What follows belongs to an exercise in optimizing a design on an open flow for small area and a short achievable clock period; a production flow would make more cautious choices. Where RTL was checked, it was by simulation tests only, not by an equivalence proof against the original. Power is estimated from default activity; no workload was simulated.

Setup of job 3064:
==> module vector_alu, before the edit <==
module vector_alu (
	input  logic         clk,
	input  logic         reset,
	input  logic [191:0] pixels,	 
	input  logic [7:0]   scalar,
	input  logic [2:0]   channel,
	input  logic [1:0]   op,
	output logic [191:0] result,
	output logic [7:0]   carry_out
);
	logic [7:0]   next_carry;
	logic [63:0]  next_sum;		 
	logic [31:0]  next_crow;	 
	logic [7:0]   next_c4;
	logic [191:0] pixels_q;
	logic [63:0]  sum_q;
	logic [31:0]  crow_q;
	logic [7:0]   c4_q;
	logic [2:0]   keep_q;
	logic [2:0]   put_q;
	logic [2:0] sel;
	logic [2:0] keep;
	logic [2:0] put;
	logic [7:0] mul_m;
	logic [7:0] mul_m3;
	logic [7:0] s_neg;
	logic [7:0] s_x3;
	logic [7:0] base0, base1, base2, base3;
	logic [8:0] limit;
	logic       carry_inv;
	logic       active;
	assign sel[2] = (channel == pixel_alu_pkg::chan_red);
	assign sel[1] = (channel == pixel_alu_pkg::chan_green);
	assign sel[0] = (channel == pixel_alu_pkg::chan_blue);
	assign put  = reset ? 3'b000 : sel;
	assign keep = reset ? 3'b000 : ~sel;
	assign active = (sel != 3'b000) && (op != pixel_alu_pkg::op_hold) && !reset;
	always_comb begin
		mul_m     = 8'd1;
		mul_m3    = 8'd3;
		limit     = 9'd256;
		carry_inv = 1'b0;
		case (op)
			pixel_alu_pkg::op_add: begin
				limit = 9'd256 - {1'b0, scalar};
			end
			pixel_alu_pkg::op_sub: begin
				limit     = {1'b0, scalar};
				carry_inv = 1'b1;	 
			end
			pixel_alu_pkg::op_mul: begin
				mul_m  = scalar;
				mul_m3 = s_x3;
				limit = pixel_alu_pkg::mul_limit(scalar);
			end
			default: begin
			end
		endcase
		if (!active) begin
			limit     = 9'd256;
			carry_inv = 1'b0;
		end
	end
	assign s_neg = 8'd0 - scalar;
	assign s_x3  = scalar + {scalar[6:0], 1'b0};
	always_comb begin
		case (op)
			pixel_alu_pkg::op_add: begin
				base0 = scalar;
				base1 = scalar + 8'd1;
				base2 = scalar + 8'd2;
				base3 = scalar + 8'd3;
			end
			pixel_alu_pkg::op_sub: begin
				base0 = s_neg;
				base1 = 8'd1 - scalar;
				base2 = 8'd2 - scalar;
				base3 = 8'd3 - scalar;
			end
			pixel_alu_pkg::op_mul: begin
				base0 = 8'd0;
				base1 = scalar;
				base2 = {scalar[6:0], 1'b0};
				base3 = s_x3;
			end
			default: begin
				base0 = 8'd0;
				base1 = 8'd1;
				base2 = 8'd2;
				base3 = 8'd3;
			end
		endcase
	end
	genvar i, j;
	generate
		for (i = 0; i < 8; i++) begin : g_lane
			logic [7:0] c;
			logic [7:0] m2;
			logic [3:0] d1, d2, d3;	 
			logic [7:0] pp0;
			logic [5:0] pp1;
			logic [3:0] pp2;
			logic [1:0] pp3;
			logic [8:0] ge;
			logic hs0;
			logic hc0;
			logic xs1;
			logic hs2;
			logic hc2;
			logic fs3;
			logic fc3;
			logic fs4;
			logic fc4;
			logic xs5;
			logic hs6;
			logic hc6;
			logic fs7;
			logic fc7;
			assign c = ({8{channel[2]}} & pixels[24*i+16 +: 8]) | ({8{channel[1]}} & pixels[24*i+8 +: 8])
			         | ({8{channel[0]}} & pixels[24*i +: 8]);
			assign m2 = {mul_m[6:0], 1'b0};
			for (j = 0; j < 4; j++) begin : g_digit
				assign d1[j] = ~c[2*j+1] &  c[2*j];
				assign d2[j] =  c[2*j+1] & ~c[2*j];
				assign d3[j] =  c[2*j+1] &  c[2*j];
			end
			assign pp0 = c[1] ? (c[0] ? base3 : base2) : (c[0] ? base1 : base0);
			assign pp1 = ({6{d1[1]}} & mul_m[5:0]) | ({6{d2[1]}} & m2[5:0]) | ({6{d3[1]}} & mul_m3[5:0]);
			assign pp2 = ({4{d1[2]}} & mul_m[3:0]) | ({4{d2[2]}} & m2[3:0]) | ({4{d3[2]}} & mul_m3[3:0]);
			assign pp3 = ({2{d1[3]}} & mul_m[1:0]) | ({2{d2[3]}} & m2[1:0]) | ({2{d3[3]}} & mul_m3[1:0]);
			assign hs0 = pp0[6] ^ pp1[4];
			assign hc0 = pp0[6] & pp1[4];
			assign xs1 = pp0[7] ^ pp1[5] ^ pp2[3];
			assign hs2 = pp0[4] ^ pp1[2];
			assign hc2 = pp0[4] & pp1[2];
			assign fs3 = pp0[5] ^ pp1[3] ^ pp2[1];
			assign fc3 = (pp0[5] & pp1[3]) | (pp0[5] & pp2[1]) | (pp1[3] & pp2[1]);
			assign fs4 = hs0 ^ pp2[2] ^ pp3[0];
			assign fc4 = (hs0 & pp2[2]) | (hs0 & pp3[0]) | (pp2[2] & pp3[0]);
			assign xs5 = xs1 ^ pp3[1] ^ hc0;
			assign hs6 = pp0[2] ^ pp1[0];
			assign hc6 = pp0[2] & pp1[0];
			assign fs7 = pp0[3] ^ pp1[1] ^ hc6;
			assign fc7 = (pp0[3] & pp1[1]) | (pp0[3] & hc6) | (pp1[1] & hc6);
			assign next_sum[8*i +: 8] = {xs5, fs4, fs3, hs2, fs7, hs6, pp0[1], pp0[0]};
			assign next_crow[4*i +: 4] = {fc4, fc3, hc2, pp2[0]};
			assign next_c4[i] = fc7;
			assign ge[0] = 1'b1;
			for (j = 0; j < 8; j++) begin : g_cmp
				assign ge[j+1] = (c[j] & ~limit[j]) | ((c[j] | ~limit[j]) & ge[j]);
			end
			assign next_carry[i] = (ge[8] & ~limit[8]) ^ carry_inv;
			pixel_lane u_lane (
				.pixel      (pixels_q[24*i +: 24]),
				.sum_row    (sum_q[8*i +: 8]),
				.carry_row  (crow_q[4*i +: 4]),
				.carry_in   (c4_q[i]),
				.keep       (keep_q),
				.put        (put_q),
				.lane_pixel (result[24*i +: 24])
			);
		end
	endgenerate
	always_ff @(posedge clk) begin
		pixels_q  <= pixels;
		sum_q     <= next_sum;
		crow_q    <= next_crow;
		c4_q      <= next_c4;
		keep_q    <= keep;
		put_q     <= put;
		carry_out <= next_carry;
	end
endmodule
==> flow/config.mk <==
export PLATFORM = sky130hd
export DESIGN_NAME = vector_alu
export DESIGN_NICKNAME = vector_alu
export VERILOG_FILES = /design/flow/design.v
export SDC_FILE = /design/flow/constraint.sdc
export NUM_CORES = 4
export LEC_CHECK = 0
export CAP_MARGIN = 20
export CORE_MARGIN = 2
export CORE_UTILIZATION = 40
export CTS_BUF_LIST = sky130_fd_sc_hd__clkbuf_8 sky130_fd_sc_hd__clkbuf_16
export CTS_CLUSTER_DIAMETER = 80
export CTS_CLUSTER_SIZE = 30
export SETUP_SLACK_MARGIN = 3.4
export SLEW_MARGIN = 20
export SYNTH_HIERARCHICAL = 1
==> flow/constraint.sdc <==
create_clock -name core_clock -period 7.0 [get_ports {clk}]
set_input_delay 1.4000 -clock core_clock [delete_from_list [all_inputs] [get_ports {clk}]]
set_output_delay 1.4000 -clock core_clock [all_outputs]
set_load 0.01 [all_outputs]
standard.sh (not shown) runs the stock make flow with config.mk's settings and CLKGATE_MAP_FILE= SYNTH_SCRIPT=/design/flow/synth_recipe.tcl, a recipe that flattens the netlist after the stock synthesis.
==> flow/flow/run.sh <==
#!/bin/bash
# The standard layout, with two changes: the port buffers are the smallest buffer
# (sky130_fd_sc_hd__buf_1) instead of the flow's default pick, and synthesis leaves the
# arithmetic to ABC instead of mapping it onto full- and half-adder cells.
set -euo pipefail
export BUFFER_PORTS_ARGS="-buffer_cell sky130_fd_sc_hd__buf_1"
export ADDER_MAP_FILE=
bash standard.sh > standard.log 2>&1
Job 3064 closes out successfully: all stages finished, all timing, DRC and antenna checks passed.
Modified inputs, job 4593 compared to job 3064
-- flow/design.v --
<<< job 3064, line 309
	logic [2:0] keep;
	logic [2:0] put;
	logic [7:0] mul_m;
	logic [7:0] mul_m3;
	logic [7:0] s_neg;
	logic [7:0] s_x3;
>>> job 4593, line 309
	logic [2:0] keep;
	logic [2:0] put;
	logic [7:0] mul_m;	 
	logic [7:0] mul_m3;	 
	logic       mul;	 
	logic [7:0] s_neg;
	logic [7:0] s_x3;
<<< job 3064, line 324
	assign active = (sel != 3'b000) && (op != pixel_alu_pkg::op_hold) && !reset;
	always_comb begin
		mul_m     = 8'd1;
		mul_m3    = 8'd3;
		limit     = 9'd256;
		carry_inv = 1'b0;
>>> job 4593, line 325
	assign active = (sel != 3'b000) && (op != pixel_alu_pkg::op_hold) && !reset;
	always_comb begin
		limit     = 9'd256;
		carry_inv = 1'b0;
<<< job 3064, line 337
			end
			pixel_alu_pkg::op_mul: begin
				mul_m  = scalar;
				mul_m3 = s_x3;
				limit = pixel_alu_pkg::mul_limit(scalar);
			end
>>> job 4593, line 336
			end
			pixel_alu_pkg::op_mul: begin
				limit = pixel_alu_pkg::mul_limit(scalar);
			end
<<< job 3064, line 351
	assign s_neg = 8'd0 - scalar;
	assign s_x3  = scalar + {scalar[6:0], 1'b0};
	always_comb begin
		case (op)
>>> job 4593, line 348
	assign s_neg = 8'd0 - scalar;
	assign s_x3  = scalar + {scalar[6:0], 1'b0};
	assign mul_m  = scalar;
	assign mul_m3 = s_x3;
	assign mul    = (op == pixel_alu_pkg::op_mul);
	always_comb begin
		case (op)
<<< job 3064, line 413
			end
			assign pp0 = c[1] ? (c[0] ? base3 : base2) : (c[0] ? base1 : base0);
			assign pp1 = ({6{d1[1]}} & mul_m[5:0]) | ({6{d2[1]}} & m2[5:0]) | ({6{d3[1]}} & mul_m3[5:0]);
			assign pp2 = ({4{d1[2]}} & mul_m[3:0]) | ({4{d2[2]}} & m2[3:0]) | ({4{d3[2]}} & mul_m3[3:0]);
			assign pp3 = ({2{d1[3]}} & mul_m[1:0]) | ({2{d2[3]}} & m2[1:0]) | ({2{d3[3]}} & mul_m3[1:0]);
			assign hs0 = pp0[6] ^ pp1[4];
			assign hc0 = pp0[6] & pp1[4];
>>> job 4593, line 413
			end
			assign pp0 = c[1] ? (c[0] ? base3 : base2) : (c[0] ? base1 : base0);
			assign pp1 = ({6{mul & d1[1]}} & mul_m[5:0]) | ({6{mul & d2[1]}} & m2[5:0]) | ({6{mul & d3[1]}} & mul_m3[5:0])
			           | {4'd0, ~mul & c[3], ~mul & c[2]};
			assign pp2 = ({4{mul & d1[2]}} & mul_m[3:0]) | ({4{mul & d2[2]}} & m2[3:0]) | ({4{mul & d3[2]}} & mul_m3[3:0])
			           | {2'd0, ~mul & c[5], ~mul & c[4]};
			assign pp3 = ({2{mul & d1[3]}} & mul_m[1:0]) | ({2{mul & d2[3]}} & m2[1:0]) | ({2{mul & d3[3]}} & mul_m3[1:0])
			           | {~mul & c[7], ~mul & c[6]};
			assign hs0 = pp0[6] ^ pp1[4];
			assign hc0 = pp0[6] & pp1[4];
[summary]
Comparing synthesized-area fraction occupied by adder cells for job 3064 and job 4593, the smaller number came from job 3064.
Job 3064 → job 4593: number of gates resized after cts went up; average wire per standard cell level.
Comparing part of the total power dissipated in combinational logic for job 3064 and job 4593, the smaller number came from job 4593.
Job 4593 against job 3064: multi-input gate share of total cell area dropped 1.8 points, clock power went down by about 4%, worst setup slack after layout lost 0.063 ns, post-synthesis to final-layout area growth went up by 3.3 points, number of fill cells in the layout went down by 184.
Taking job 3064 as 1.0, job 4593 lands at 0.833 on pin count of the biggest net entering global routing.
Overall power: job 4593 vs job 3064 down 4.4%
The worst-path cell with the longest stage delay comes out sky130_fd_sc_hd__maj3_2 in one run and sky130_fd_sc_hd__dfxtp_1 in the other, namely in job 3064 and job 4593 respectively.
Delta (job 4593 minus job 3064): final RePlAce weighted congestion went up; total core area went down.
Function not checked in job 4593: the RTL went through the layout flow alone.

-- separate check: timing with driven ports --
In the flow no input, the clock included, has a driving cell. The finished layouts below were timed again as built, in two steps. Step 1, drivers: a clkbuf_16 drives clk and a buf_2 each remaining input, both assumed. Step 2, shift: input delay + t, output delay - t, t = (earliest + latest rising clock arrival at the registers) / 2. This alone moves slack from input paths to output paths. a / b / c = ideal ports / drivers / drivers and shift; a / b = the first two.
run	t, ns	slack for setup (ns)	worst setup path at the end	latest minus earliest clock arrival (ns)	worst register clock-pin slew, ns
job 3064	0.612	3.440 / 3.384 / 2.872	input to register	0.057 / 0.056	0.11 / 0.11
job 4593	0.609	3.377 / 3.322 / 2.740	input to register	0.041 / 0.041	0.12 / 0.12
After both steps setup and hold are still met in every run listed. The setup slack of job 4593, which loses most, moves by -0.055 ns with the drivers and by -0.637 ns with both steps.
